Context: an optimization exercise on an open-source flow, tuned for small area, a short achievable clock period and few clock cycles. The choices shown serve that exercise and are no tape-out recipe. The RTL was checked by simulation tests, not by an equivalence proof against the original design. The clock port is modelled as an ideal driver; clocking choices that lean on that would not hold on a real chip. Power figures rest on the tool's default switching activity, not on a simulated workload.

File: design/flow/config.mk
export PLATFORM = sky130hd
export DESIGN_NAME = axi_lite_multi_channel_stream_bridge
export DESIGN_NICKNAME = axi_lite_multi_channel_stream_bridge
export VERILOG_FILES = /design/flow/design.v
export SDC_FILE = /design/flow/constraint.sdc
export NUM_CORES = 4
export LEC_CHECK = 0
export CAP_MARGIN = 20
export CORE_MARGIN = 2
export CORE_UTILIZATION = 70
export CTS_CLUSTER_DIAMETER = 80
export CTS_CLUSTER_SIZE = 25
export PLACE_DENSITY = 0.8
export SETUP_SLACK_MARGIN = 2.7
export SLEW_MARGIN = 20
export CTS_ARGS = -sink_clustering_enable -repair_clock_nets -dont_use_dummy_load -sink_clustering_size 25 -sink_clustering_max_diameter 80
export BUFFER_PORTS_ARGS = -buffer_cell sky130_fd_sc_hd__buf_2
export POST_CTS_TCL = /design/flow/flow/split_root.tcl
File: design/flow/design.v
`default_nettype none
module axil_bridge_fifo #(
  parameter int W = 32
) (
  input  logic         clk,
  input  logic         clr,       
  input  logic         push,
  input  logic         pop,       
  input  logic [W-1:0] din,
  output logic [W-1:0] head,
  output logic         hv,        
  output logic         room       
);
  logic [W-1:0] mem_q [7];
  logic [W-1:0] head_q, head_nxt;
  logic [2:0]   wp_q, rp_q;
  logic [6:0]   occ_q, occ_d;
  logic         hv_q, room_q;
  logic         pop_e, mem_nz, m2h, d2m, hv_d, head_ld;
  assign pop_e   = pop && hv_q;
  assign mem_nz  = occ_q[0];
  assign m2h     = pop_e && mem_nz;
  assign d2m     = push && hv_q && !(pop_e && !mem_nz);
  assign hv_d    = m2h || push || (hv_q && !pop_e);
  assign head_ld = m2h || !hv_q || pop_e;
  always_comb begin
    occ_d = occ_q;
    if (d2m && !m2h) occ_d = {occ_q[5:0], 1'b1};
    if (m2h && !d2m) occ_d = {1'b0, occ_q[6:1]};
  end
  logic [2:0] hsel;
  assign hsel = m2h ? rp_q : 3'd7;
  always_comb begin
    case (hsel)
      3'd0: head_nxt = mem_q[0];
      3'd1: head_nxt = mem_q[1];
      3'd2: head_nxt = mem_q[2];
      3'd3: head_nxt = mem_q[3];
      3'd4: head_nxt = mem_q[4];
      3'd5: head_nxt = mem_q[5];
      3'd6: head_nxt = mem_q[6];
      default: head_nxt = din;
    endcase
  end
  always_ff @(posedge clk) begin
    if (!occ_q[6]) mem_q[wp_q] <= din;
    if (head_ld) head_q <= head_nxt;
  end
  always_ff @(posedge clk) begin
    if (clr) begin
      wp_q   <= '0;
      rp_q   <= '0;
      occ_q  <= '0;
      hv_q   <= 1'b0;
      room_q <= 1'b1;
    end else begin
      if (d2m) wp_q <= (wp_q == 3'd6) ? 3'd0 : wp_q + 3'd1;
      if (m2h) rp_q <= (rp_q == 3'd6) ? 3'd0 : rp_q + 3'd1;
      occ_q  <= occ_d;
      hv_q   <= hv_d;
      room_q <= !(hv_d && occ_d[6]);
    end
  end
  assign head = head_q;
  assign hv   = hv_q;
  assign room = room_q;
endmodule
module axil_bridge_rxfifo #(
  parameter int W = 32
) (
  input  logic         clk,
  input  logic         clr,       
  input  logic         push,      
  input  logic         pop,       
  input  logic [W-1:0] din,
  output logic [W-1:0] head,
  output logic         hv,        
  output logic         room       
);
  logic [W-1:0] mem_q [8];
  logic [2:0]   wp_q, rp_q;
  logic [7:0]   occ_q, occ_d;
  logic         pop_e, room_q;
  assign pop_e = pop && occ_q[0];
  always_comb begin
    occ_d = occ_q;
    if (push && !pop_e) occ_d = {occ_q[6:0], 1'b1};
    if (pop_e && !push) occ_d = {1'b0, occ_q[7:1]};
  end
  always_ff @(posedge clk) begin
    if (!occ_q[7]) mem_q[wp_q] <= din;
  end
  always_ff @(posedge clk) begin
    if (clr) begin
      wp_q  <= '0;
      rp_q  <= '0;
      occ_q  <= '0;
      room_q <= 1'b1;
    end else begin
      if (push)  wp_q <= wp_q + 3'd1;
      if (pop_e) rp_q <= rp_q + 3'd1;
      occ_q  <= occ_d;
      room_q <= !occ_d[7];
    end
  end
  assign head = mem_q[rp_q];
  assign hv   = occ_q[0];
  assign room = room_q;
endmodule
module axi_lite_multi_channel_stream_bridge #(
  parameter int NUM_CHANNELS = 4,
  parameter int WORD_WIDTH   = 32,
  parameter int FIFO_DEPTH   = 8,
  parameter int ADDR_WIDTH   = 8
) (
  input  logic                               S_AXI_ACLK,
  input  logic                               S_AXI_ARESETN,
  input  logic [ADDR_WIDTH-1:0]              s_axi_awaddr,
  input  logic [2:0]                         s_axi_awprot,
  input  logic                               s_axi_awvalid,
  output logic                               s_axi_awready,
  input  logic [31:0]                        s_axi_wdata,
  input  logic [3:0]                         s_axi_wstrb,
  input  logic                               s_axi_wvalid,
  output logic                               s_axi_wready,
  output logic [1:0]                         s_axi_bresp,
  output logic                               s_axi_bvalid,
  input  logic                               s_axi_bready,
  input  logic [ADDR_WIDTH-1:0]              s_axi_araddr,
  input  logic [2:0]                         s_axi_arprot,
  input  logic                               s_axi_arvalid,
  output logic                               s_axi_arready,
  output logic [31:0]                        s_axi_rdata,
  output logic [1:0]                         s_axi_rresp,
  output logic                               s_axi_rvalid,
  input  logic                               s_axi_rready,
  output logic [NUM_CHANNELS*WORD_WIDTH-1:0] tx_data,
  output logic [NUM_CHANNELS-1:0]            tx_valid,
  input  logic [NUM_CHANNELS-1:0]            tx_ready,
  input  logic [NUM_CHANNELS*WORD_WIDTH-1:0] rx_data,
  input  logic [NUM_CHANNELS-1:0]            rx_valid,
  output logic [NUM_CHANNELS-1:0]            rx_ready,
  output logic                               array_enable,
  input  logic                               array_halted
);
  localparam logic [1:0] RESP_OKAY   = 2'b00;
  localparam logic [1:0] RESP_SLVERR = 2'b10;
  localparam logic [1:0] RESP_DECERR = 2'b11;
  logic rst;
  assign rst = !S_AXI_ARESETN;
  logic        awready_q, wready_q, bvalid_q;
  logic [1:0]  bresp_q;
  logic [5:0]  awidx_q;
  logic [31:0] wdata_q;
  logic        wstrb0_q, ctrl_q, enable_q, flush;
  logic [NUM_CHANNELS-1:0] txpush_q, txpush_d;
  logic        aw_hs, w_hs, complete;
  logic [5:0]  widx;
  logic [1:0]  wresp;
  logic [NUM_CHANNELS-1:0] tx_hv, tx_room, rx_hv, rx_room, rxpop_q, rxpop_d;
  logic [WORD_WIDTH-1:0]   rx_head [NUM_CHANNELS];
  assign aw_hs    = s_axi_awvalid && awready_q;
  assign w_hs     = s_axi_wvalid && wready_q;
  assign complete = (aw_hs || !awready_q) && (w_hs || !wready_q) && !bvalid_q;
  assign widx     = awready_q ? s_axi_awaddr[7:2] : awidx_q;
  always_comb begin
    wresp = RESP_DECERR;
    if (widx[3:2] == 2'b00) begin
      case (widx[5:4])
        2'b00:   wresp = RESP_OKAY;
        2'b01:   wresp = tx_room[widx[1:0]] ? RESP_OKAY : RESP_SLVERR;
        2'b10:   wresp = RESP_OKAY;
        default: wresp = RESP_DECERR;
      endcase
    end
  end
  always_comb begin
    for (int c = 0; c < NUM_CHANNELS; c++)
      txpush_d[c] = complete && (widx == (6'h10 + 6'(c))) && tx_room[c];
  end
  always_ff @(posedge S_AXI_ACLK) begin
    if (rst) begin
      awready_q <= 1'b1;
      wready_q  <= 1'b1;
      bvalid_q  <= 1'b0;
      txpush_q  <= '0;
      ctrl_q    <= 1'b0;
      enable_q  <= 1'b0;
    end else begin
      if (aw_hs) awready_q <= 1'b0;
      if (w_hs)  wready_q  <= 1'b0;
      if (complete) bvalid_q <= 1'b1;
      if (bvalid_q && s_axi_bready) begin
        bvalid_q  <= 1'b0;
        awready_q <= 1'b1;
        wready_q  <= 1'b1;
      end
      txpush_q <= txpush_d;
      ctrl_q   <= complete && (widx == 6'd0);
      if (ctrl_q && wstrb0_q) enable_q <= wdata_q[0];
    end
  end
  always_ff @(posedge S_AXI_ACLK) begin
    if (complete) bresp_q <= wresp;
    if (awready_q) awidx_q <= s_axi_awaddr[7:2];
    if (wready_q) begin
      wdata_q  <= s_axi_wdata;
      wstrb0_q <= s_axi_wstrb[0];
    end
  end
  assign flush = ctrl_q && wstrb0_q && wdata_q[1];
  assign s_axi_awready = awready_q;
  assign s_axi_wready  = wready_q;
  assign s_axi_bvalid  = bvalid_q;
  assign s_axi_bresp   = bresp_q;
  assign array_enable  = enable_q;
  generate
    for (genvar c = 0; c < NUM_CHANNELS; c++) begin : g_ch
      axil_bridge_fifo #(.W(WORD_WIDTH)) u_tx (
        .clk (S_AXI_ACLK),
        .clr (rst || flush),
        .push(txpush_q[c]),
        .pop (tx_ready[c]),
        .din (wdata_q[WORD_WIDTH-1:0]),
        .head(tx_data[c*WORD_WIDTH +: WORD_WIDTH]),
        .hv  (tx_hv[c]),
        .room(tx_room[c])
      );
      axil_bridge_rxfifo #(.W(WORD_WIDTH)) u_rx (
        .clk (S_AXI_ACLK),
        .clr (rst || flush),
        .push(rx_valid[c] && rx_room[c]),
        .pop (rxpop_q[c]),
        .din (rx_data[c*WORD_WIDTH +: WORD_WIDTH]),
        .head(rx_head[c]),
        .hv  (rx_hv[c]),
        .room(rx_room[c])
      );
    end
  endgenerate
  assign tx_valid = tx_hv;
  assign rx_ready = rx_room;
  logic        arready_q, rvalid_q;
  logic [1:0]  rresp_q, rresp_d;
  logic [31:0] rdata_q, rdata_d;
  logic [5:0]  ridx;
  logic        ar_hs;
  assign ar_hs = s_axi_arvalid && arready_q;
  assign ridx  = s_axi_araddr[7:2];
  always_comb begin
    rresp_d = RESP_DECERR;
    rdata_d = '0;
    rxpop_d = '0;
    if (ridx[3:2] == 2'b00) begin
      case (ridx[5:4])
        2'b00: begin
          rresp_d = RESP_OKAY;
          case (ridx[1:0])
            2'd0:    rdata_d[0] = enable_q;
            2'd1:    rdata_d[2:0] = {|rx_hv, |tx_hv, array_halted};
            2'd2:    rdata_d[NUM_CHANNELS-1:0] = ~tx_room;
            default: rdata_d[NUM_CHANNELS-1:0] = ~rx_hv;
          endcase
        end
        2'b01: rresp_d = RESP_OKAY;
        2'b10: begin
          rresp_d = rx_hv[ridx[1:0]] ? RESP_OKAY : RESP_SLVERR;
          for (int c = 0; c < NUM_CHANNELS; c++)
            if (ridx[1:0] == 2'(c) && rx_hv[c]) begin
              rdata_d    = rx_head[c];
              rxpop_d[c] = ar_hs;
            end
        end
        default: rresp_d = RESP_DECERR;
      endcase
    end
  end
  always_ff @(posedge S_AXI_ACLK) begin
    if (rst) begin
      arready_q <= 1'b1;
      rvalid_q  <= 1'b0;
      rxpop_q   <= '0;
    end else begin
      rxpop_q <= rxpop_d;
      if (ar_hs) begin
        arready_q <= 1'b0;
        rvalid_q  <= 1'b1;
      end
      if (rvalid_q && s_axi_rready) begin
        rvalid_q  <= 1'b0;
        arready_q <= 1'b1;
      end
    end
  end
  always_ff @(posedge S_AXI_ACLK) begin
    rdata_q <= ({32{arready_q}} & rdata_d) | ({32{!arready_q}} & rdata_q);
    rresp_q <= ({2{arready_q}} & rresp_d) | ({2{!arready_q}} & rresp_q);
  end
  assign s_axi_arready = arready_q;
  assign s_axi_rvalid  = rvalid_q;
  assign s_axi_rresp   = rresp_q;
  assign s_axi_rdata   = rdata_q;
  logic unused;
  assign unused = ^{s_axi_awprot, s_axi_arprot, s_axi_wstrb[3:1],
                    s_axi_awaddr[1:0], s_axi_araddr[1:0]};
endmodule
`default_nettype wire
File: design/flow/flow/run.sh
#!/bin/bash
# Own layout flow: the standard ORFS flow (standard.sh, unchanged synthesis)
# with these placement/CTS changes:
#  - after CTS (POST_CTS hook, flow/split_root.tcl) the single root buffer is
#    replaced by four, each driven by the clock port and feeding a quarter of
#    the second-level clock buffers (shorter insertion delay for every flop);
#  - ports buffered with buf_2 instead of the default delay-cell buffer.
# Every tool's output goes to logs in this folder (standard_flow.log, orfs/logs).
set -euo pipefail
here=$(pwd)
cat >> config.mk <<EOC
export CTS_ARGS = -sink_clustering_enable -repair_clock_nets -dont_use_dummy_load -sink_clustering_size 25 -sink_clustering_max_diameter 80
export BUFFER_PORTS_ARGS = -buffer_cell sky130_fd_sc_hd__buf_2
export POST_CTS_TCL = $here/flow/split_root.tcl
EOC
bash standard.sh > standard_flow.log 2>&1
File: design/flow/constraint.sdc
create_clock -name core_clock -period 5.0 [get_ports {S_AXI_ACLK}]
set_input_delay 1.0000 -clock core_clock [delete_from_list [all_inputs] [get_ports {S_AXI_ACLK}]]
set_output_delay 1.0000 -clock core_clock [all_outputs]
set_load 0.01 [all_outputs]
File: design/flow/standard.sh
#!/bin/bash
# synth_recipe.tcl (not shown) runs the flow's synth.tcl, then flattens the netlist and writes it again
# the make line also repeats each setting of config.mk as NAME=value (left out here)
make -C /OpenROAD-flow-scripts/flow DESIGN_CONFIG=/design/flow/config.mk WORK_HOME=/design/flow/orfs CLKGATE_MAP_FILE= SYNTH_SCRIPT=/design/flow/synth_recipe.tcl "${@:-finish}"
File: design/flow/flow/split_root.tcl
set block [ord::get_db_block]
set port_net [$block findNet S_AXI_ACLK]
set root ""
foreach it [$port_net getITerms] {
  if {[$it isInputSignal]} { lappend root [$it getInst] }
}
if {[llength $root] != 1} {
  puts "split_root: clock port drives [llength $root] cells, leaving the tree as it is"
  return
}
set root [lindex $root 0]
set master [$root getMaster]
set rnet [[$root findITerm X] getNet]
set loads {}
foreach it [$rnet getITerms] {
  if {[$it isInputSignal]} { lappend loads $it }
}
set n [llength $loads]
puts "split_root: root [$root getName] drives $n clock buffers"
if {$n < 4} { return }
# order the loads by angle around their centroid, then cut into 4 runs
set sx 0; set sy 0
foreach it $loads {
  set b [[$it getInst] getBBox]
  set sx [expr {$sx + ([$b xMin] + [$b xMax]) / 2.0}]
  set sy [expr {$sy + ([$b yMin] + [$b yMax]) / 2.0}]
}
set cx [expr {$sx / $n}]; set cy [expr {$sy / $n}]
set keyed {}
foreach it $loads {
  set b [[$it getInst] getBBox]
  set x [expr {([$b xMin] + [$b xMax]) / 2.0}]
  set y [expr {([$b yMin] + [$b yMax]) / 2.0}]
  lappend keyed [list [expr {atan2($y - $cy, $x - $cx)}] $it $x $y]
}
set keyed [lsort -real -index 0 $keyed]
set groups {{} {} {} {}}
for {set i 0} {$i < $n} {incr i} {
  set g [expr {($i * 4) / $n}]
  lset groups $g [concat [lindex $groups $g] [list [lrange [lindex $keyed $i] 1 3]]]
}
$root setPlacementStatus NONE
for {set g 0} {$g < 4} {incr g} {
  set grp [lindex $groups $g]
  set inst [odb::dbInst_create $block $master "clkroot_${g}_S_AXI_ACLK"]
  set net [odb::dbNet_create $block "clknet_root_${g}_S_AXI_ACLK"]
  $net setSigType CLOCK
  [$inst findITerm A] connect $port_net
  [$inst findITerm X] connect $net
  set gx 0; set gy 0
  foreach e $grp {
    set it [lindex $e 0]
    $it disconnect
    $it connect $net
    set gx [expr {$gx + [lindex $e 1]}]
    set gy [expr {$gy + [lindex $e 2]}]
  }
  set k [llength $grp]
  $inst setLocation [expr {int($gx / $k)}] [expr {int($gy / $k)}]
  $inst setPlacementStatus PLACED
  $inst setSourceType TIMING
  puts "split_root: clkroot_$g drives $k clock buffers"
}
odb::dbInst_destroy $root
odb::dbNet_destroy $rnet
detailed_placement
check_placement
==> flow_metrics.py, run 1 <==
metrics = {
    "logic_synthesis": {
        "ys_ff_latch": 2270,
        "syn-cell-area_sq_um": 85300,
        "syn_area_per_cell_sq_um": 18.4,
        "synth_seq_area_share_pct": 78.2,
        "async_flop_share_pct": 0,
        "syn_inst": 4642,
        "synthFlopType": "edfxtp_1",
        "synth_fp_nets": 4868,
        "yosys_warnings": 4,
        "synth_edf_count": 2117,
        "ys_types": 68,
    },
    "run_status": {
        "outcome": "timing/DRC/antenna clean",
    },
    "drt": {
        "drc_errors": 0,
        "dr_wl_met2_microns": 98700,
        "antenna_left": 0,
        "top_layer_used": "met5",
        "drt-initial-drc-count": 5975,
        "vias": 45900,
        "wl_met1_microns": 72700,
        "wl_per_cell_microns": 29.9,
        "detail_route.first_pass.iterations": 6,
        "wl_met3_microns": 20000,
        "wirelength_microns": 201000,
        "viasPerCell": 6.83,
    },
    "finish": {
        "area_growth_pct": 10.7,
        "multi_input_area_sq_um": 18700,
        "layout_common_cells": "2117 x edfxtp_1, 357 x buf_2, 255 x mux2i_1, 210 x a22oi_1, 186 x nor2_1",
        "layout_commonest_cell": "edfxtp_1",
        "nets": 5294,
        "fin_util_pct": 77.8,
        "drive_gt1_share_pct": 23.2,
        "seq_area_sq_um": 66700,
        "num-fill-cells": 6394,
        "final_cells": 6723,
    },
    "place": {
        "place_inst": 6508,
        "hpwlAfterDp_microns": 116000,
        "place_ws_ps": 1560,
        "portBuffers": 366,
        "gp_congestion": 0.947,
    },
    "setup_path": {
        "reg2reg_slack_ps": 2630,
        "crit_family": "multiplexers",
        "worstPathCellList": "buf_12 -> buf_16 -> mux4_2 -> mux2i_2 -> o22ai_1 -> nand2_2 -> o221ai_1",
        "crit_arrival_ps": 2670,
        "cp_num_buf_inv": 2,
        "max_stage_delay_ps": 530,
        "cp-start-kind": "flop",
        "critPathMaxFanout": 7,
        "cp.required_ps": 5300,
        "crit_path_end_kind": "flop",
        "critPathKind": "reg2reg",
        "reg2reg_depth": 7,
        "critPathSlowestCell": "mux4_2",
    },
    "global_route": {
        "grt_max_degree": 77,
        "overflow": 0,
        "grt_pass1_vias": 44700,
        "antenna_found_initial": 43,
        "track_usage_pct": 31.8,
        "grt_pass1_wl_microns": 291000,
    },
    "power_and_ir_drop": {
        "powerDensity_nw_per_um2": 340,
        "leakagePower_nw": 29.9,
        "ir_worst_vdd_mv": 0.359,
    },
    "min_path": {
        "hold_depth": 2,
        "hp-start": "g_ch[2].u_rx.rp_q[1]",
        "hold_path.class": "reg2reg",
    },
    "floorplan": {
        "dieWidth_microns": 353,
        "start_util_pct": 70.2,
        "rows": 128,
        "core_area_sq_um": 121000,
        "die_h_microns": 353,
        "io_pins": 380,
        "die_area_sq_um": 125000,
    },
    "clocking": {
        "clock-sinks": 2270,
        "clk_pin_slew_ps": 100,
        "clk_latency_ps": 590,
        "tritoncts": "yes",
    },
    "timing": {
        "slew_headroom_pct": 20.0,
        "setup_viol": 0,
        "grt_setup_unrepaired": "true",
        "fmax_mhz": 422,
        "fin_ws_ps": 2630,
        "min_period_ps": 2370,
        "hold_ws_ps": 450,
        "worstMarginPinSlew_ps": 1200,
        "hold_violations": 0,
        "post-route-period-util_pct": 47.4,
        "skew_ps": 62.0,
        "fin_setup_tns_ps": 0,
        "maxSlewViolCount": 0,
    },
    "run": {
        "drv_cap": 0,
    },
}
-- cell type report, clock buffers not listed --
cell class	count	share of cell area (%)
repair buffers	585	4.32
well taps	1625	2.15
multi-input cells	2070	19.9
flip-flops and latches	2270	70.7
diodes	32	0.0848
inverters	37	0.168
-- power by group --
group / switching [W] / internal [W] / leakage (nW)
Clock: 0.00524 / 0.00372 / 1.28
Sequential: 0.000233 / 0.0214 / 21.0
Combinational: 0.00103 / 0.000493 / 7.65
Total: 0.00650 / 0.0256 / 29.9
-- worst max path at each step --
stage / from / to / slack, ps / cells after the start
finish: flop / flop / 2630 / 7
global placement: s_axi_araddr[3] / flop / 1620 / 5
floorplan: g_ch[0].u_tx.wp_q[1] / g_ch[0].u_tx.mem_q[3][0] / 2200 / 3
global route: flop / flop / 2640 / 7
detailed placement: tx_ready[3] / g_ch[3].u_tx.head_q[13] / 1560 / 6
-- worst reg2reg max path, cell delays in order (launching register included) --
cell and delay (ps):
dfxtp_4 390, buf_12 110, buf_16 140, mux4_2 530, mux2i_2 340, o22ai_1 160, nand2_2 270, o221ai_1 180
-- flip-flops by register name, indices dropped and copies added, names as in the netlist, 6 cells and up, named ones only --
name and cells:
g_ch.u_rx.mem_q 1024, g_ch.u_tx.mem_q 896, g_ch.u_tx.rp_q 12, g_ch.u_tx.wp_q 12, awidx_q 6, g_ch.u_tx.head_q 128, wdata_q 32, g_ch.u_rx.wp_q 12
g_ch.u_tx.occ_q 28, g_ch.u_rx.occ_q 32, g_ch.u_rx.rp_q 12
-- routing by layer --
| metal | global-route usage (%) | up-vias |
|---|---|---|
| li1 | - | 19600 |
| met1 | 43.2 | 23400 |
| met2 | 51.7 | 2602 |
| met3 | 5.43 | 345 |
| met4 | 14.2 | 26 |
| met5 | 0 | - |
-- through the flow --
step / instance area [sq um] / total power, W
2_1_floorplan: 86100 / 0.0227
3_3_place_gp: 90000 / 0.0234
3_5_place_dp: 90100 / 0.0235
5_1_grt: 94400 / 0.0329
6_report: 94400 / 0.0321
-- cell families (layout without fill, tap and decap cells) --
group / count (synthesis) / in the layout / synth area share (%)
AOI/OAI and AO/OA: 846 / 846 / 7.52
buffers and inverters: 312 / 726 / 1.76
adders and majority gates: 24 / 24 / 0.352
other: 0 / 32 / 0
muxes: 459 / 459 / 8.04
and+or+nand+nor: 715 / 725 / 4.01
DFF: 2270 / 2270 / 78.2
xor gates and xnor gates: 16 / 16 / 0.164
-- cells in the mapped netlist, drive strengths merged (7+ instances only) --
library cell	count	area [sq um]
o221ai	17	149
nand3	100	500
a221o	22	220
inv	37	146
edfxtp	2117	63600
o21a	13	97.6
nor2	219	830
o21ai	31	155
nor4	15	140
a22o	90	788
nand2	201	759
xor2	16	140
a211oi	13	123
o22ai	19	119
nor3	68	408
nand3b	46	345
ha	24	300
nor2b	7	43.8
a31oi	41	257
dfxtp	153	3060
mux2i	273	2750
buf	155	905
nand2b	32	200
a222oi	40	400
mux4	179	4030
a21oi	191	975
and2	7	43.8
a22oi	210	1580
mux2	7	78.8
a221oi	145	1430
and3	8	50.1
clkbuf	120	450
Testbench counts, summed over its fixed seeds: cycles 4,814.
==> run 2, diff against run 1 <==
--- a/design/flow/design.v
+++ b/design/flow/design.v
@@ -63,48 +63,6 @@
   end
   assign head = head_q;
   assign hv   = hv_q;
-  assign room = room_q;
-endmodule
-module axil_bridge_rxfifo #(
-  parameter int W = 32
-) (
-  input  logic         clk,
-  input  logic         clr,       
-  input  logic         push,      
-  input  logic         pop,       
-  input  logic [W-1:0] din,
-  output logic [W-1:0] head,
-  output logic         hv,        
-  output logic         room       
-);
-  logic [W-1:0] mem_q [8];
-  logic [2:0]   wp_q, rp_q;
-  logic [7:0]   occ_q, occ_d;
-  logic         pop_e, room_q;
-  assign pop_e = pop && occ_q[0];
-  always_comb begin
-    occ_d = occ_q;
-    if (push && !pop_e) occ_d = {occ_q[6:0], 1'b1};
-    if (pop_e && !push) occ_d = {1'b0, occ_q[7:1]};
-  end
-  always_ff @(posedge clk) begin
-    if (!occ_q[7]) mem_q[wp_q] <= din;
-  end
-  always_ff @(posedge clk) begin
-    if (clr) begin
-      wp_q  <= '0;
-      rp_q  <= '0;
-      occ_q  <= '0;
-      room_q <= 1'b1;
-    end else begin
-      if (push)  wp_q <= wp_q + 3'd1;
-      if (pop_e) rp_q <= rp_q + 3'd1;
-      occ_q  <= occ_d;
-      room_q <= !occ_d[7];
-    end
-  end
-  assign head = mem_q[rp_q];
-  assign hv   = occ_q[0];
   assign room = room_q;
 endmodule
 module axi_lite_multi_channel_stream_bridge #(
@@ -226,7 +184,7 @@
         .hv  (tx_hv[c]),
         .room(tx_room[c])
       );
-      axil_bridge_rxfifo #(.W(WORD_WIDTH)) u_rx (
+      axil_bridge_fifo #(.W(WORD_WIDTH)) u_rx (
         .clk (S_AXI_ACLK),
         .clr (rst || flush),
         .push(rx_valid[c] && rx_room[c]),
--- a/design/flow/config.mk
+++ b/design/flow/config.mk
@@ -11,7 +11,7 @@
 export CTS_CLUSTER_DIAMETER = 80
 export CTS_CLUSTER_SIZE = 25
 export PLACE_DENSITY = 0.8
-export SETUP_SLACK_MARGIN = 2.7
+export SETUP_SLACK_MARGIN = 2.8
 export SLEW_MARGIN = 20
 export CTS_ARGS = -sink_clustering_enable -repair_clock_nets -dont_use_dummy_load -sink_clustering_size 25 -sink_clustering_max_diameter 80
 export BUFFER_PORTS_ARGS = -buffer_cell sky130_fd_sc_hd__buf_2
==> run 2 against run 1 <==
Effect of this change: hold slack improved by 33 ps; sequential cell count shrank 12; area after synthesis grew 2.1%; core utilization down 0.62 points; highest routed layer unchanged; cell area grew 1.0%; global-route usage is 1.6 points higher; register-to-register slack better by 210 ps.
==> flow_metrics.py, run 2 <==
metrics = {
    "run_status": {
        "outcome": "timing/DRC/antenna clean",
    },
    "floorplan": {
        "io_pins": 380,
        "die_area_sq_um": 127000,
        "start_util_pct": 70.4,
        "rows": 129,
        "core_area_sq_um": 124000,
        "die_h_microns": 357,
        "dieWidth_microns": 357,
    },
    "timing": {
        "hold_violations": 0,
        "worstMarginPinSlew_ps": 1110,
        "grt_setup_unrepaired": "true",
        "min_period_ps": 2300,
        "setup_viol": 0,
        "fin_setup_tns_ps": 0,
        "maxSlewViolCount": 0,
        "slew_headroom_pct": 25.7,
        "post-route-period-util_pct": 46.0,
        "skew_ps": 42.0,
        "fmax_mhz": 435,
    },
    "global_route": {
        "track_usage_pct": 33.4,
        "grt_pass1_vias": 48800,
        "grt_max_degree": 64,
        "overflow": 0,
        "grt_pass1_wl_microns": 313000,
        "antenna_found_initial": 43,
    },
    "place": {
        "gp_congestion": 0.923,
        "place_inst": 7166,
        "portBuffers": 366,
        "hpwlAfterDp_microns": 128000,
    },
    "logic_synthesis": {
        "syn-cell-area_sq_um": 87100,
        "synth_fp_nets": 5597,
        "yosys-top-cells-area": "edfxtp_1 73%, dfxtp_1 3.2%, mux2_2 2.1%",
        "yosysMostFrequentCell": "edfxtp_1",
        "yosys_warnings": 3,
        "yosysTopAreaCell": "edfxtp_1",
        "ys_ff_latch": 2258,
        "async_flop_share_pct": 0,
        "synth_edf_count": 2117,
        "netlist_top_cells_count": "2117 x edfxtp_1, 358 x nand2_1, 270 x nor2_1",
        "yosys.area.top_type_share_pct": 73.0,
        "syn_area_per_cell_sq_um": 16.2,
        "synth_seq_area_share_pct": 76.2,
        "synthFlopType": "edfxtp_1",
        "ys_types": 80,
        "syn_inst": 5379,
    },
    "setup_path": {
        "max_stage_delay_ps": 520,
        "crit_family": "flip-flops",
        "cp.required_ps": 4000,
        "crit_arrival_ps": 1300,
        "critPathKind": "reg2out",
        "worstPathCellList": "buf_2",
        "critPathMaxFanout": 1,
        "cp_num_buf_inv": 1,
        "cp-start-kind": "flop",
        "reg2reg_depth": 5,
        "critPathSlowestCell": "edfxtp_1",
        "r2r_start": "g_ch[0].u_rx.rp_q[1]",
        "reg2reg_slack_ps": 2840,
        "r2r-end": "g_ch[0].u_rx.head_q[11]",
        "crit_path_end_kind": "output pin",
    },
    "drt": {
        "drc_errors": 0,
        "detail_route.first_pass.iterations": 12,
        "viasPerCell": 6.92,
        "antenna_left": 0,
        "wirelength_microns": 216000,
        "wl_per_cell_microns": 29.3,
        "drt-initial-drc-count": 7981,
        "vias": 51000,
    },
    "finish": {
        "nets": 5933,
        "reg_top3": "g_ch.u_rx.mem_q (896), g_ch.u_tx.mem_q (896)",
        "area_growth_pct": 9.54,
        "fin_util_pct": 77.2,
        "drive_gt1_share_pct": 19.9,
        "layout_commonest_cell": "edfxtp_1",
        "layout_common_cells": "2117 x edfxtp_1, 354 x nand2_1, 341 x buf_2, 268 x a21oi_1, 247 x nor2_1",
        "final_cells": 7372,
    },
    "min_path": {
        "hold_path.class": "reg2reg",
        "whs_endpoint": "g_ch[2].u_tx.hv_q",
        "hold_depth": 2,
        "hp-start": "txpush_q[2]",
    },
    "power_and_ir_drop": {
        "powerDensity_nw_per_um2": 334,
        "leakagePower_nw": 30.3,
        "finalPower_w": 0.0318,
        "ir_worst_vdd_mv": 0.445,
    },
    "clocking": {
        "clk_latency_ps": 580,
        "clk_pin_slew_ps": 90,
        "tritoncts": "yes",
        "clock-sinks": 2258,
    },
    "run": {
        "drv_cap": 0,
    },
}
run 2: kinds of logic after synthesis:
family / after synthesis / share of synthesized area (%)
AOI/OAI and AO/OA: 1243 / 10.3
adders and majority gates: 16 / 0.230
buffers and inverters: 413 / 2.13
DFF: 2258 / 76.2
muxes: 388 / 5.31
and+or+nand+nor: 1061 / 5.79
run 2: where the power goes:
group          total, W  internal, W  switching [W]
Clock           0.00904      0.00375        0.00528
Combinational   0.00134     0.000447       0.000891
Sequential       0.0214       0.0212       0.000267
run 2: worst max path at each step:
stage                                           to  cells after the start  slack (ps)                 start
after global routing                s_axi_rdata[4]                      1        2660                  flop
after floorplan           g_ch[1].u_rx.mem_q[5][0]                      3        2370  g_ch[1].u_rx.wp_q[2]
after global placement     g_ch[2].u_tx.head_q[29]                      6        1740           tx_ready[2]
after detailed placement    g_ch[2].u_tx.head_q[8]                      6        1670           tx_ready[2]
final                              s_axi_rdata[31]                      1        2700                  flop
run 2: layout make-up, clock buffers not listed:
type                            instances  area, sq um
Timing Repair Buffer                  585         4000
Multi-Input combinational cell       2719        20000
Antenna cell                           22         55.1
Timing Repair inverter                  1         7.51
Inverter                               45          186
Tap cell                             1637         2050
Sequential cell                      2258        66500
Fill cell                            6777        28200
run 2: routing by layer:
metal | up-vias | global-route usage (%) | wire length [microns]
met5 | - | 0 | 163
met2 | 3266 | 53.7 | 105000
met3 | 470 | 6.68 | 25100
met4 | 26 | 14.4 | 10400
li1 | 22000 | - | -
met1 | 25200 | 45.1 | 76000
run 2: metrics by stage:
stage | instance area [sq um] | setup slack, ps | hold WS, ps
after global routing | 95400 | 2660 | 510
after floorplan | 87600 | 2370 | 445
final | 95400 | 2700 | 484
after detailed placement | 91200 | 1670 | 471
after global placement | 91200 | 1740 | 463
Testbench counts of run 2, summed over its fixed seeds: cycles 4,814.
==> run 3, diff against run 2 <==
--- a/design/flow/config.mk
+++ b/design/flow/config.mk
@@ -11,7 +11,7 @@
 export CTS_CLUSTER_DIAMETER = 80
 export CTS_CLUSTER_SIZE = 25
 export PLACE_DENSITY = 0.8
-export SETUP_SLACK_MARGIN = 2.8
+export SETUP_SLACK_MARGIN = 3.0
 export SLEW_MARGIN = 20
 export CTS_ARGS = -sink_clustering_enable -repair_clock_nets -dont_use_dummy_load -sink_clustering_size 25 -sink_clustering_max_diameter 80
 export BUFFER_PORTS_ARGS = -buffer_cell sky130_fd_sc_hd__buf_2
==> run 3 against run 2 <==
Effect of this change: largest cell class unchanged; critical path depth stayed put; clock power is essentially flat; global-route usage grew 1.9 points; register-to-register slack gained 90 ps; critical path type unchanged; sequential share of layout area decreased by 2.0 points; core utilization grew 2.3 points; critical endpoint is now s_axi_rdata[0]; via count up 4.1%; hold slack improved by 13 ps.
==> flow_metrics.py, run 3 <==
metrics = {
    "floorplan": {
        "die_area_sq_um": 127000,
        "io_pins": 380,
        "rows": 129,
        "dieWidth_microns": 357,
        "die_h_microns": 357,
        "start_util_pct": 70.4,
        "core_area_sq_um": 124000,
    },
    "drt": {
        "antenna_left": 0,
        "drt-initial-drc-count": 8751,
        "viasPerCell": 7.04,
        "vias": 53100,
        "detail_route.first_pass.iterations": 9,
        "wl_per_cell_microns": 30.6,
        "wirelength_microns": 231000,
        "drc_errors": 0,
    },
    "finish": {
        "nets": 6096,
        "drive_gt1_share_pct": 23.4,
        "num-fill-cells": 6413,
        "fin_util_pct": 79.5,
        "stdcell_area_sq_um": 98300,
        "reg_top3": "g_ch.u_rx.mem_q (896), g_ch.u_tx.mem_q (896)",
        "area_growth_pct": 12.9,
        "layout_commonest_cell": "edfxtp_1",
        "layout_common_cells": "2117 x edfxtp_1, 347 x nand2_1, 330 x buf_2, 263 x a21oi_1, 245 x buf_4",
    },
    "setup_path": {
        "crit_family": "flip-flops",
        "r2r-end": "g_ch[2].u_rx.head_q[27]",
        "crit_arrival_ps": 1290,
        "r2r_start": "g_ch[2].u_rx.rp_q[2]",
        "cp-start-kind": "flop",
        "max_stage_delay_ps": 520,
        "critPathSlowestCell": "edfxtp_1",
        "critPathKind": "reg2out",
        "cp.required_ps": 4000,
        "worstPathCellList": "buf_2",
        "cp_num_buf_inv": 1,
        "reg2reg_slack_ps": 2930,
        "crit_path_end_kind": "output pin",
        "critPathMaxFanout": 1,
        "reg2reg_depth": 6,
    },
    "run_status": {
        "outcome": "timing/DRC/antenna clean",
    },
    "logic_synthesis": {
        "yosys-top-cells-area": "edfxtp_1 73%, dfxtp_1 3.2%, mux2_2 2.1%",
        "netlist_top_cells_count": "2117 x edfxtp_1, 358 x nand2_1, 270 x nor2_1",
        "ys_ff_latch": 2258,
        "synth_seq_area_share_pct": 76.2,
        "syn_area_per_cell_sq_um": 16.2,
        "syn-cell-area_sq_um": 87100,
        "ys_types": 80,
        "yosysMostFrequentCell": "edfxtp_1",
        "yosys.area.top_type_share_pct": 73.0,
        "yosysTopAreaCell": "edfxtp_1",
        "async_flop_share_pct": 0,
        "synth_edf_count": 2117,
        "synthFlopType": "edfxtp_1",
        "synth_fp_nets": 5597,
        "syn_inst": 5379,
        "yosys_warnings": 3,
    },
    "clocking": {
        "clk_pin_slew_ps": 100,
        "clk_latency_ps": 580,
        "clock-sinks": 2258,
        "tritoncts": "yes",
    },
    "place": {
        "portBuffers": 366,
        "place_ws_ps": 1490,
        "hpwlAfterDp_microns": 129000,
        "place_area_sq_um": 91400,
        "gp_congestion": 0.870,
    },
    "run": {
        "drv_cap": 0,
    },
    "timing": {
        "hold_violations": 0,
        "grt_setup_unrepaired": "true",
        "setup_viol": 0,
        "skew_ps": 37.3,
        "post-route-period-util_pct": 45.9,
        "fmax_mhz": 436,
        "slew_headroom_pct": 36.7,
        "fin_setup_tns_ps": 0,
        "fin_ws_ps": 2710,
        "worstMarginPinSlew_ps": 949,
        "min_period_ps": 2290,
        "maxSlewViolCount": 0,
    },
    "global_route": {
        "grt_pass1_wl_microns": 328000,
        "track_usage_pct": 35.3,
        "antenna_found_initial": 43,
        "grt_pass1_vias": 50600,
        "grtUsageMet1_pct": 46.9,
        "global_route.usage.met3_pct": 6.79,
        "grt_use_met2_pct": 55.7,
        "grt_max_degree": 67,
        "overflow": 0,
        "busiest_layer": "met2",
    },
    "min_path": {
        "hold_path.class": "reg2reg",
        "hold_depth": 1,
        "whs_endpoint": "awidx_q[3]",
        "hp-start": "awidx_q[3]",
    },
    "power_and_ir_drop": {
        "powerDensity_nw_per_um2": 325,
        "leakagePower_nw": 31.5,
        "ir_worst_vdd_mv": 0.379,
    },
}
run 3: per-stage QoR:
stage	hold WS, ps	instances	power, W
3_5_place_dp	475	7147	0.0232
6_report	497	7540	0.0319
2_1_floorplan	445	5379	0.0224
3_3_place_gp	465	7147	0.0231
5_1_grt	524	7527	0.0327
run 3: layer usage:
metal / wire length, microns / up-vias
met4: 15200 / 28
met2: 110000 / 3790
met1: 78200 / 26200
li1: - / 22400
met3: 27500 / 629
met5: 184 / -
run 3: where the power goes:
| part | leakage [nW] | internal (W) | switching, W |
|---|---|---|---|
| clock network | 1.29 | 0.00375 | 0.00531 |
| logic | 9.17 | 0.000499 | 0.000972 |
| registers | 21.0 | 0.0212 | 0.000241 |
run 3: kinds of logic after synthesis:
logic type / Yosys count / synth area share, %
buffers and inverters: 413 / 2.13
AOI/OAI and AO/OA: 1243 / 10.3
and+or+nand+nor: 1061 / 5.79
muxes: 388 / 5.31
DFF: 2258 / 76.2
adders and majority gates: 16 / 0.230
run 3: how the worst max path moves through the flow:
| stage | startpoint | end | slack [ps] | depth (start not counted) |
|---|---|---|---|---|
| after floorplan | rx_valid[0] | g_ch[0].u_rx.occ_q[0] | 2770 | 8 |
| after global placement | tx_ready[0] | g_ch[0].u_tx.head_q[7] | 1570 | 5 |
| after detailed placement | tx_ready[0] | g_ch[0].u_tx.head_q[7] | 1490 | 5 |
| after global routing | flop | s_axi_rdata[2] | 2690 | 1 |
| final | flop | s_axi_rdata[0] | 2710 | 1 |
run 3: cell type report, clock buffers not listed:
type,instances,area [sq um],share of cell area [%]
antenna,27,67.6,0.0687
inverter,45,215,0.219
multi-input combinational,2737,20700,21.1
sequential,2258,66500,67.7
tap,1637,2050,2.08
timing repair buffer,731,6100,6.20
==> run 4, diff against run 3 <==
--- a/design/flow/design.v
+++ b/design/flow/design.v
@@ -205,33 +205,28 @@
   logic        ar_hs;
   assign ar_hs = s_axi_arvalid && arready_q;
   assign ridx  = s_axi_araddr[7:2];
-  always_comb begin
-    rresp_d = RESP_DECERR;
-    rdata_d = '0;
-    rxpop_d = '0;
-    if (ridx[3:2] == 2'b00) begin
-      case (ridx[5:4])
-        2'b00: begin
-          rresp_d = RESP_OKAY;
-          case (ridx[1:0])
-            2'd0:    rdata_d[0] = enable_q;
-            2'd1:    rdata_d[2:0] = {|rx_hv, |tx_hv, array_halted};
-            2'd2:    rdata_d[NUM_CHANNELS-1:0] = ~tx_room;
-            default: rdata_d[NUM_CHANNELS-1:0] = ~rx_hv;
-          endcase
-        end
-        2'b01: rresp_d = RESP_OKAY;
-        2'b10: begin
-          rresp_d = rx_hv[ridx[1:0]] ? RESP_OKAY : RESP_SLVERR;
-          for (int c = 0; c < NUM_CHANNELS; c++)
-            if (ridx[1:0] == 2'(c) && rx_hv[c]) begin
-              rdata_d    = rx_head[c];
-              rxpop_d[c] = ar_hs;
-            end
-        end
-        default: rresp_d = RESP_DECERR;
-      endcase
-    end
+  logic [31:0] rx_word, st_word;
+  logic        rd_rx, rd_rx_ok, rd_st;
+  assign rx_word  = rx_head[ridx[1:0]];
+  assign rd_rx    = (ridx[5:2] == 4'b1000);
+  assign rd_rx_ok = rd_rx && rx_hv[ridx[1:0]];
+  assign rd_st    = (ridx[5:2] == 4'b0000);
+  always_comb begin
+    st_word = '0;
+    case (ridx[1:0])
+      2'd0:    st_word[0] = enable_q;
+      2'd1:    st_word[2:0] = {|rx_hv, |tx_hv, array_halted};
+      2'd2:    st_word[NUM_CHANNELS-1:0] = ~tx_room;
+      default: st_word[NUM_CHANNELS-1:0] = ~rx_hv;
+    endcase
+  end
+  always_comb begin
+    rdata_d = ({32{rd_rx_ok}} & rx_word) | ({32{rd_st}} & st_word);
+    if (rd_st || ridx[5:2] == 4'b0100) rresp_d = RESP_OKAY;
+    else if (rd_rx)                    rresp_d = rd_rx_ok ? RESP_OKAY : RESP_SLVERR;
+    else                               rresp_d = RESP_DECERR;
+    for (int c = 0; c < NUM_CHANNELS; c++)
+      rxpop_d[c] = ar_hs && rd_rx_ok && (ridx[1:0] == 2'(c));
   end
   always_ff @(posedge S_AXI_ACLK) begin
     if (rst) begin
@@ -251,8 +246,10 @@
     end
   end
   always_ff @(posedge S_AXI_ACLK) begin
-    rdata_q <= ({32{arready_q}} & rdata_d) | ({32{!arready_q}} & rdata_q);
-    rresp_q <= ({2{arready_q}} & rresp_d) | ({2{!arready_q}} & rresp_q);
+    if (arready_q) begin
+      rdata_q <= rdata_d;
+      rresp_q <= rresp_d;
+    end
   end
   assign s_axi_arready = arready_q;
   assign s_axi_rvalid  = rvalid_q;
==> run 4 against run 3 <==
Effect of this change: still clean; power down 0.14%; area after synthesis is 1.0% higher; sequential share of layout area fell by 0.79 points; fmax shrank 1.2%.
==> flow_metrics.py, run 4 <==
metrics = {
    "global_route": {
        "grt_max_degree": 91,
        "overflow": 0,
        "antenna_found_initial": 50,
        "grt_pass1_wl_microns": 325000,
        "track_usage_pct": 34.6,
        "grt_pass1_vias": 49900,
    },
    "timing": {
        "post-route-period-util_pct": 46.4,
        "hold_violations": 0,
        "fmax_mhz": 431,
        "fin_setup_tns_ps": 0,
        "grt_setup_unrepaired": "true",
        "min_period_ps": 2320,
        "setup_viol": 0,
        "fin_ws_ps": 2680,
        "worstMarginPinSlew_ps": 1090,
        "maxSlewViolCount": 0,
        "skew_ps": 42.4,
        "slew_headroom_pct": 27.0,
    },
    "clocking": {
        "clk_pin_slew_ps": 90,
        "tritoncts": "yes",
        "clk_latency_ps": 600,
        "clock-sinks": 2258,
    },
    "floorplan": {
        "die_area_sq_um": 129000,
        "core_area_sq_um": 125000,
        "rows": 130,
        "io_pins": 380,
        "start_util_pct": 70.3,
        "die_h_microns": 358,
        "dieWidth_microns": 358,
    },
    "run": {
        "drv_cap": 0,
    },
    "power_and_ir_drop": {
        "seqPwrFrac_pct": 67.2,
        "p_int_w": 0.0254,
        "finalPower_w": 0.0319,
        "leakagePower_nw": 31.9,
        "pwr-share-clk_pct": 28.3,
        "powerDensity_nw_per_um2": 321,
        "ir_worst_vdd_mv": 0.322,
        "swShare_pct": 20.5,
        "power.combinational.fraction_pct": 4.5,
        "p_sw_w": 0.00653,
    },
    "setup_path": {
        "worstPathCellList": "buf_2",
        "critPathSlowestCell": "edfxtp_1",
        "critPathMaxFanout": 1,
        "crit_family": "flip-flops",
        "crit_path_end_kind": "output pin",
        "cp.required_ps": 4000,
        "crit_arrival_ps": 1320,
        "cp_num_buf_inv": 1,
        "cp-start-kind": "flop",
        "critPathKind": "reg2out",
        "max_stage_delay_ps": 550,
    },
    "logic_synthesis": {
        "ys_ff_latch": 2258,
        "ys_types": 71,
        "syn_area_per_cell_sq_um": 16.0,
        "netlist_top_cells_count": "2117 x edfxtp_1, 305 x a21oi_1, 303 x nor2_1",
        "synth_fp_nets": 5727,
        "yosysTopAreaCell": "edfxtp_1",
        "synth_seq_area_share_pct": 75.5,
        "synthFlopType": "edfxtp_1",
        "yosysMostFrequentCell": "edfxtp_1",
        "yosys.area.top_type_share_pct": 72.3,
        "yosys-top-cells-area": "edfxtp_1 72%, mux2i_1 3.2%, dfxtp_1 3.2%",
        "syn_inst": 5509,
        "syn-cell-area_sq_um": 88000,
        "yosys_warnings": 3,
        "synth_edf_count": 2117,
        "async_flop_share_pct": 0,
    },
    "drt": {
        "antenna_left": 0,
        "vias": 53900,
        "drc_errors": 0,
        "wl_per_cell_microns": 30.3,
        "detail_route.first_pass.iterations": 9,
        "drt-initial-drc-count": 9073,
        "viasPerCell": 7.03,
        "wirelength_microns": 232000,
    },
    "place": {
        "place_inst": 7276,
        "portBuffers": 366,
        "place_ws_ps": 1690,
        "place_area_sq_um": 92400,
        "gp_congestion": 0.865,
        "hpwlAfterDp_microns": 129000,
    },
    "finish": {
        "stdcell_area_sq_um": 99500,
        "num-fill-cells": 6491,
        "drive_gt1_share_pct": 23.7,
        "nets": 6206,
        "layout_common_cells": "2117 x edfxtp_1, 344 x buf_2, 283 x mux2i_1, 281 x nor2_1, 274 x nand2_1",
        "layout_commonest_cell": "edfxtp_1",
        "area_growth_pct": 13.1,
        "final_cells": 7665,
        "reg_top3": "g_ch.u_rx.mem_q (896), g_ch.u_tx.mem_q (896)",
    },
    "min_path": {
        "hold_path.class": "reg2reg",
    },
    "run_status": {
        "outcome": "timing/DRC/antenna clean",
    },
}
[run 4: changes by cell type after synthesis, moves of 33 or more]
cell | previous run | this run
clkbuf_1 | 163 | 210
o21ai_0 | 125 | 237
nand2_1 | 358 | 284
a222oi_1 | 106 | 40
nor2_1 | 270 | 303
a22oi_1 | 169 | 117
a31oi_1 | 90 | 39
mux2i_1 | 169 | 284
a21oi_1 | 268 | 305
[run 4: worst paths after layout]
check / from / slack (ps) / cells after the start / to
max: rdata_q[3] / 2680 / 1 / s_axi_rdata[3]
min: g_ch[2].u_tx.room_q / 490 / 2 / txpush_q[2]
max reg2reg: g_ch[0].u_tx.hv_q / 2720 / 11 / g_ch[0].u_tx.head_q[28]
min reg2reg: g_ch[2].u_tx.room_q / 490 / 2 / txpush_q[2]
[run 4: layer usage]
| metal | GRT usage, % | part of all wire [%] |
|---|---|---|
| met5 | 0 | 0.12 |
| met4 | 10.4 | 3.3 |
| met3 | 9.73 | 15 |
| met2 | 51.9 | 46 |
| met1 | 50.6 | 36 |
[run 4: power groups by stage]
| stage | combinational, W | clock, W | sequential (W) |
|---|---|---|---|
| finish | 0.00142 | 0.00904 | 0.0214 |
| global route | 0.00150 | 0.00964 | 0.0215 |
| global placement | 0.00126 | 0 | 0.0219 |
| detailed placement | 0.00131 | 0 | 0.0219 |
| floorplan | 0.000508 | 0 | 0.0219 |
[run 4: through the flow]
stage               hold slack [ps]  utilization (%)
floorplan                       429                -
global placement                459             73.8
detailed placement              471             73.9
global route                    505             79.5
finish                          486             79.5
[run 4: layout make-up, clock buffers not listed]
type	count	area, sq um	area share (%)
sequential	2258	66500	66.9
inverter	39	220	0.221
antenna	29	72.6	0.0729
tap	1650	2060	2.08
timing repair buffer	727	5920	5.95
multi-input combinational	2856	22000	22.1
timing repair inverter	2	27.5	0.0277
[run 4: logic make-up after synthesis]
group / synth area share [%]
multiplexers: 6.10
AO/OA/AOI/OAI: 10.2
flip-flops: 75.5
AND/OR/NAND/NOR: 5.82
buffers and inverters: 2.13
adder cells (fa/ha/maj): 0.228
Testbench counts of run 4, summed over its fixed seeds: cycles 4,814.

==> port drivers added, routing unchanged <==
No port has a modelled driver above. Below, the same layouts with a new extraction and two added sets of constraints. Step 1 assumes that a clkbuf_16 drives the clock port and a buf_2 every other input. Step 2 adds t to the input delays and takes it off the output delays; t is the mean of the earliest and latest rising clock arrival at the registers after step 1. Input paths then give back, and output paths get back, about the clock's delay inside the block. Three values: ideal ports, drivers, drivers and shift; two values: the first two.
run	shift t [ns]	slack for setup (ns)	slew at the worst register clock pin (ns)
run 1	0.719	2.631 / 2.587 / 2.020	0.10 / 0.10
run 2	0.720	2.702 / 2.542 / 2.148	0.10 / 0.10
run 3	0.730	2.706 / 2.544 / 2.116	0.10 / 0.10
run 4	0.738	2.678 / 2.513 / 2.188	0.11 / 0.11
After both steps every run listed still meets setup and hold. For run 1, which loses most, drivers alone change the setup slack by -0.044 ns; drivers and shift together by -0.611 ns.
